This design comes from an exercise in tuning for small area and a short achievable clock period on the open sky130 flow, not from production work. Where RTL was checked, it was by simulation tests only, not by an equivalence proof against the original. No activity file was given, so power comes from the tool's default toggle rates.

== job 5011 ==
==> flow/design.v <==
package mask_alu_pkg;
  localparam int VLEN         = 128;
  localparam int VL_WIDTH     = 8;
  localparam int VSTART_WIDTH = 7;
  localparam int TAG_WIDTH    = 4;
  localparam logic [2:0] FUNCT3_OPMVV = 3'b010;
  localparam logic [5:0] FUNCT6_VMANDN = 6'b011000;
  localparam logic [5:0] FUNCT6_VMAND  = 6'b011001;
  localparam logic [5:0] FUNCT6_VMOR   = 6'b011010;
  localparam logic [5:0] FUNCT6_VMXOR  = 6'b011011;
  localparam logic [5:0] FUNCT6_VMORN  = 6'b011100;
  localparam logic [5:0] FUNCT6_VMNAND = 6'b011101;
  localparam logic [5:0] FUNCT6_VMNOR  = 6'b011110;
  localparam logic [5:0] FUNCT6_VMXNOR = 6'b011111;
  localparam logic [5:0] FUNCT6_VWXUNARY0 = 6'b010000;
  localparam logic [5:0] FUNCT6_VMUNARY0  = 6'b010100;
  localparam logic [4:0] VS1_VFIRST = 5'b10001;
  localparam logic [4:0] VS1_VMSBF  = 5'b00001;
  localparam logic [4:0] VS1_VMSOF  = 5'b00010;
  localparam logic [4:0] VS1_VMSIF  = 5'b00011;
  typedef logic [VLEN-1:0]         vreg_t;
  typedef logic [VL_WIDTH-1:0]     vl_t;
  typedef logic [VSTART_WIDTH-1:0] vstart_t;
  typedef logic [TAG_WIDTH-1:0]    tag_t;
  typedef enum logic [3:0] {
    OP_NONE,
    OP_ANDN,
    OP_AND,
    OP_OR,
    OP_XOR,
    OP_ORN,
    OP_NAND,
    OP_NOR,
    OP_XNOR,
    OP_MSBF,
    OP_MSIF,
    OP_MSOF,
    OP_FIRST
  } mask_op_e;
endpackage
module mask_alu_top (
  input  logic          clk,
  input  logic          reset,
  input  logic          uop_valid,
  input  logic [2:0]    funct3,
  input  logic [5:0]    funct6,
  input  logic [4:0]    vs1_op,
  input  logic          vm,
  input  logic [7:0]    vl,
  input  logic [6:0]    vstart,
  input  logic [3:0]    tag,
  input  logic [127:0]  vs1_data,
  input  logic          vs1_valid,
  input  logic [127:0]  vs2_data,
  input  logic          vs2_valid,
  input  logic [127:0]  v0_data,
  input  logic          v0_valid,
  input  logic [127:0]  vd_data,
  input  logic          vd_valid,
  output logic          result_valid,
  output logic [3:0]    result_tag,
  output logic [127:0]  result_data
);
  logic f3_ok, is_logic, is_unary, is_first, accept;
  assign f3_ok    = (funct3 == 3'b010);
  assign is_logic = f3_ok & (funct6[5:3] == 3'b011);
  assign is_unary = f3_ok & (funct6 == 6'b010100) & (vs1_op[4:2] == 3'b000) & (vs1_op[1:0] != 2'b00);
  assign is_first = f3_ok & (funct6 == 6'b010000) & (vs1_op == 5'b10001);
  assign accept   = uop_valid & (
      (is_logic & vs1_valid & vs2_valid & vd_valid & vm) |
      (is_unary & ~vs1_valid & vs2_valid & (vm | (vd_valid & v0_valid))) |
      (is_first & ~vs1_valid & vs2_valid & (vm | v0_valid)));
  logic sel_l, sel_u, sel_f;
  assign sel_l = funct6[3];
  assign sel_u = ~funct6[3] & funct6[2];
  assign sel_f = ~funct6[3] & ~funct6[2];
  logic [3:0] tt;
  always_comb begin
    case (funct6[2:0])
      3'b000:  tt = 4'b0100;  
      3'b001:  tt = 4'b1000;  
      3'b010:  tt = 4'b1110;  
      3'b011:  tt = 4'b0110;  
      3'b100:  tt = 4'b1101;  
      3'b101:  tt = 4'b0111;  
      3'b110:  tt = 4'b0001;  
      default: tt = 4'b1001;  
    endcase
  end
  logic [127:0] s;
  assign s = vs2_data & ({128{vm}} | v0_data);
  logic [31:0] g1;
  logic [7:0]  g2;
  logic [7:0]  sp;
  logic [31:0] gp;
  logic [127:0] p;
  always_comb begin
    for (int m = 0; m < 32; m++) g1[m] = |s[4*m +: 4];
    for (int n = 0; n < 8; n++)  g2[n] = |g1[4*n +: 4];
    for (int n = 0; n < 8; n++) begin
      sp[n] = 1'b0;
      for (int j = 0; j < n; j++) sp[n] = sp[n] | g2[j];
    end
    for (int m = 0; m < 32; m++) begin
      gp[m] = sp[m/4];
      for (int j = 4*(m/4); j < m; j++) gp[m] = gp[m] | g1[j];
    end
    for (int k = 0; k < 128; k++) begin
      p[k] = gp[k/4];
      for (int j = 4*(k/4); j < k; j++) p[k] = p[k] | s[j];
    end
  end
  logic [31:0] gfirst;
  logic [6:0]  idx;
  always_comb begin
    gfirst = g1 & ~gp;
    idx = '0;
    for (int m = 0; m < 32; m++) begin
      idx[6:2] = idx[6:2] | ({5{gfirst[m]}} & 5'(m));
      idx[1]   = idx[1] | (gfirst[m] & ~s[4*m] & ~s[4*m+1]);
      idx[0]   = idx[0] | (gfirst[m] & ~s[4*m] & (s[4*m+1] | ~s[4*m+2]));
    end
  end
  logic [127:0] thr;
  logic [7:0]   st_gt, st_eq;
  logic [15:0]  st_lo;
  always_comb begin
    for (int h = 0; h < 8; h++) begin
      st_gt[h] = (vstart[6:4] > 3'(h));
      st_eq[h] = (vstart[6:4] == 3'(h));
    end
    for (int l = 0; l < 16; l++) st_lo[l] = (vstart[3:0] > 4'(l));
    for (int k = 0; k < 128; k++)
      thr[k] = st_gt[k/16] | (st_eq[k/16] & st_lo[k%16]);
  end
  logic [7:0]  vl_gt, vl_eq, blk_any, blk_part;
  logic [15:0] vl_lo;
  logic        found;
  always_comb begin
    for (int h = 0; h < 8; h++) begin
      vl_gt[h] = vl[7] | (vl[6:4] > 3'(h));
      vl_eq[h] = ~vl[7] & (vl[6:4] == 3'(h));
    end
    for (int l = 0; l < 16; l++) vl_lo[l] = (vl[3:0] > 4'(l));
    for (int h = 0; h < 8; h++) begin
      blk_any[h]  = |s[16*h +: 16];
      blk_part[h] = |(s[16*h +: 16] & vl_lo);
    end
    found = |((vl_gt & blk_any) | (vl_eq & blk_part));
  end
  logic       gu;
  logic [3:0] gt;
  assign gu = sel_u & ~vm;
  always_comb begin
    if (sel_l)      gt = tt;
    else if (sel_u) gt = {1'b0, vs1_op[1], 1'b0, vs1_op[0]};   
    else            gt = {4{~found}};
  end
  logic [127:0] merged;
  always_comb begin
    for (int k = 0; k < 128; k++) begin
      logic x, y;
      logic [3:0] g;
      x = (sel_l & thr[k]) | (gu & ~v0_data[k]);
      y = sel_l ? vs1_data[k] : p[k];
      g = gt;
      if (k < 7 && sel_f) g = {4{idx[k] | ~found}};
      merged[k] = x ? vd_data[k] : g[{vs2_data[k], y}];
    end
  end
  always_ff @(posedge clk) begin
    if (reset) result_valid <= 1'b0;
    else       result_valid <= accept;
  end
  always_ff @(posedge clk) begin
    result_tag  <= tag;
    result_data <= merged;
  end
endmodule
export LEC_CHECK = 0
export CAP_MARGIN = 20
export CORE_AREA = 5 5 235 235
export DIE_AREA = 0 0 240 240
export SETUP_SLACK_MARGIN = 5
export SLEW_MARGIN = 20
create_clock -name core_clock -period 8.0 [get_ports {clk}]
standard.sh (not shown) runs the stock make flow with config.mk's settings and CLKGATE_MAP_FILE= SYNTH_SCRIPT=/design/flow/synth_recipe.tcl, a recipe that flattens the netlist after the stock synthesis.
==> flow/flow/run.sh <==
#!/bin/bash
# Standard ORFS layout (the standard.sh), with plain buf_1 cells as the port
# buffers and cell resizing not restricted to the same footprint.
set -euo pipefail
export BUFFER_PORTS_ARGS="-buffer_cell sky130_fd_sc_hd__buf_1"
sed 's/CLKGATE_MAP_FILE= /CLKGATE_MAP_FILE= MATCH_CELL_FOOTPRINT=0 /' standard.sh > standard_mod.sh
grep -q 'MATCH_CELL_FOOTPRINT=0' standard_mod.sh
bash standard_mod.sh > standard_flow.log 2>&1
The inputs of job 303 differ from those of job 5011 as listed below.
- setting ABC_AREA to 1 for the first time
--- outcome ---
On final critical-path setup slack: job 303 sits above job 5011. Between job 5011 and job 303, the sequential share of layout area does not differ in any meaningful way. In job 303 the layout-stage area growth over the synthesis result turned out 14 points higher than in job 5011. When job 303 is measured against job 5011, its maximum vdd drop turns out about 2.4% lower. The design area reported for job 303 is smaller than that of job 5011 by 0.97%. Looking at switching fraction of total power across job 303 and job 5011, the one that comes out higher is job 5011. ~same hold slack in job 303 and job 5011. Against job 5011, static leakage in job 303 rose by more than a quarter. Worst setup path endpoint = result_data[33]$_DFF_P_: job 5011; worst setup path endpoint = result_data[20]$_DFF_P_: job 303. Sort job 303 and job 5011 by final weighted congestion in routability-driven placement, ascending, and job 303 comes first.
No functional check of the RTL was part of any run of this note.

== v6 ==
mask_alu_top, a different RTL version from the one above (not shown whole).
Size in the first run: roughly 3100 cells after synthesis, roughly 130 flip-flops, roughly 0.017 mm^2 of cells after synthesis.
==> flow/config.mk <==
export PLATFORM = sky130hd
export DESIGN_NAME = mask_alu_top
export DESIGN_NICKNAME = mask_alu_top
export VERILOG_FILES = /design/flow/design.v
export SDC_FILE = /design/flow/constraint.sdc
export NUM_CORES = 4
export LEC_CHECK = 0
export ABC_AREA = 1
export CAP_MARGIN = 20
export CORE_AREA = 5 5 235 235
export DIE_AREA = 0 0 240 240
export SETUP_SLACK_MARGIN = 5
export SLEW_MARGIN = 20
==> flow/constraint.sdc <==
create_clock -name core_clock -period 8.0 [get_ports {clk}]
set_input_delay 1.6000 -clock core_clock [delete_from_list [all_inputs] [get_ports {clk}]]
set_output_delay 1.6000 -clock core_clock [all_outputs]
set_load 0.01 [all_outputs]
Scripts as last shown in full above: flow/flow/run.sh
What v7 does differently from v6 at the input level:
Settings: SETUP_SLACK_MARGIN now 4.5, was 5.
Findings:
v7 | stages: all done | timing, DRC, antenna: all pass. Via count: v7 and v6 compared, higher one is v6. When v7 is measured against v6, its required time of the critical path turns out 0.04 ns higher. Compared with v6, in v7 worst setup slack decreased 0.079 ns, area overhead of the layout relative to synthesis decreased 5.1 points.

== rev 12 ==
mask_alu_top, a different RTL version from the one above (not shown whole).
For scale: about 2300 cells after synthesis, roughly 130 flip-flops, ~690 I/O pins, ~16000 um2 of cells after synthesis.
export LEC_CHECK = 0
export ABC_CLOCK_PERIOD_IN_PS = 3000
export CAP_MARGIN = 20
export CORE_AREA = 5 5 235 235
export DIE_AREA = 0 0 240 240
export SETUP_SLACK_MARGIN = 4.8
export SLEW_MARGIN = 20
create_clock -name core_clock -period 8.0 [get_ports {clk}]
==> flow/flow/run.sh <==
#!/bin/bash
# Standard ORFS layout, with plain buf_1 cells as the port buffers.
set -euo pipefail
export BUFFER_PORTS_ARGS="-buffer_cell sky130_fd_sc_hd__buf_1"
bash standard.sh > standard_flow.log 2>&1
The final layout from rev 12, which completed every stage, passed the timing, design-rule and antenna checks at the end of the flow.
Edits applied to the flow inputs when going from rev 12 to rev 13:
- ABC_AREA: unset -> 1
- ABC_CLOCK_PERIOD_IN_PS: 3000 -> unset
- SETUP_SLACK_MARGIN: 4.8 -> 5
==> flow/flow/run.sh <==
#!/bin/bash
# Standard ORFS layout (the standard.sh), with plain buf_1 cells as the port
# buffers and cell resizing not restricted to the same footprint.
set -euo pipefail
export BUFFER_PORTS_ARGS="-buffer_cell sky130_fd_sc_hd__buf_1"
sed 's/CLKGATE_MAP_FILE= /CLKGATE_MAP_FILE= MATCH_CELL_FOOTPRINT=0 /' standard.sh > standard_mod.sh
grep -q 'MATCH_CELL_FOOTPRINT=0' standard_mod.sh
bash standard_mod.sh > standard_flow.log 2>&1
Notes after the runs:
- When rev 13 is set beside rev 12, its first-pass GRT wire length turns out to be 4400 um smaller.
- Rev 12 → rev 13: y dimension of the die did not really move; sequential cell count of the final layout about even; routed wire length on met2 went down about 5%; first-iteration DRC count now sits higher.
- [compare] base=rev 12 new=rev 13: global-route usage went down 1.3 points, final standard cell area without fillers went up 8.5%, fraction of power consumed by combinational cells went up 3.0 points.
- Rev 13 vs rev 12: final wirelength down by a few percent

## separate check: timing with driven ports
The results above use ideal ports. As a check the final layouts listed here were re-extracted and re-timed, cells and wires unchanged.
Step 1, drivers: a clkbuf_16 drives clk and a buf_2 each remaining input, both assumed.
Step 2 moves the port delays by t, midway between the first and last clock arrival at a register: inputs arrive t later, outputs are due t later. That takes back most of the time a late clock gives input paths.
a / b / c = no drivers / after step 1 / after step 2; a / b = the first two.
run	t (ns)	setup WS [ns]	hold slack, ns	latest minus earliest clock arrival (ns)
job 5011	0.580	3.824 / 3.667 / 3.087	1.183 / 1.144 / 1.724	0.022 / 0.022
job 303	0.569	4.043 / 3.782 / 3.212	1.182 / 1.144 / 1.713	0.013 / 0.013
v6	0.568	4.555 / 4.290 / 3.722	1.183 / 1.145 / 1.713	0.016 / 0.016
v7	0.571	4.476 / 4.383 / 3.812	1.175 / 1.138 / 1.709	0.021 / 0.022
rev 12	0.573	3.740 / 3.504 / 2.930	1.178 / 1.143 / 1.717	0.016 / 0.015
rev 13	0.560	3.719 / 3.635 / 3.075	1.188 / 1.152 / 1.712	0.015 / 0.016
After both steps setup and hold are still met in every run listed. The setup slack of v6, which loses most, moves by -0.265 ns with the drivers and by -0.833 ns with both steps.
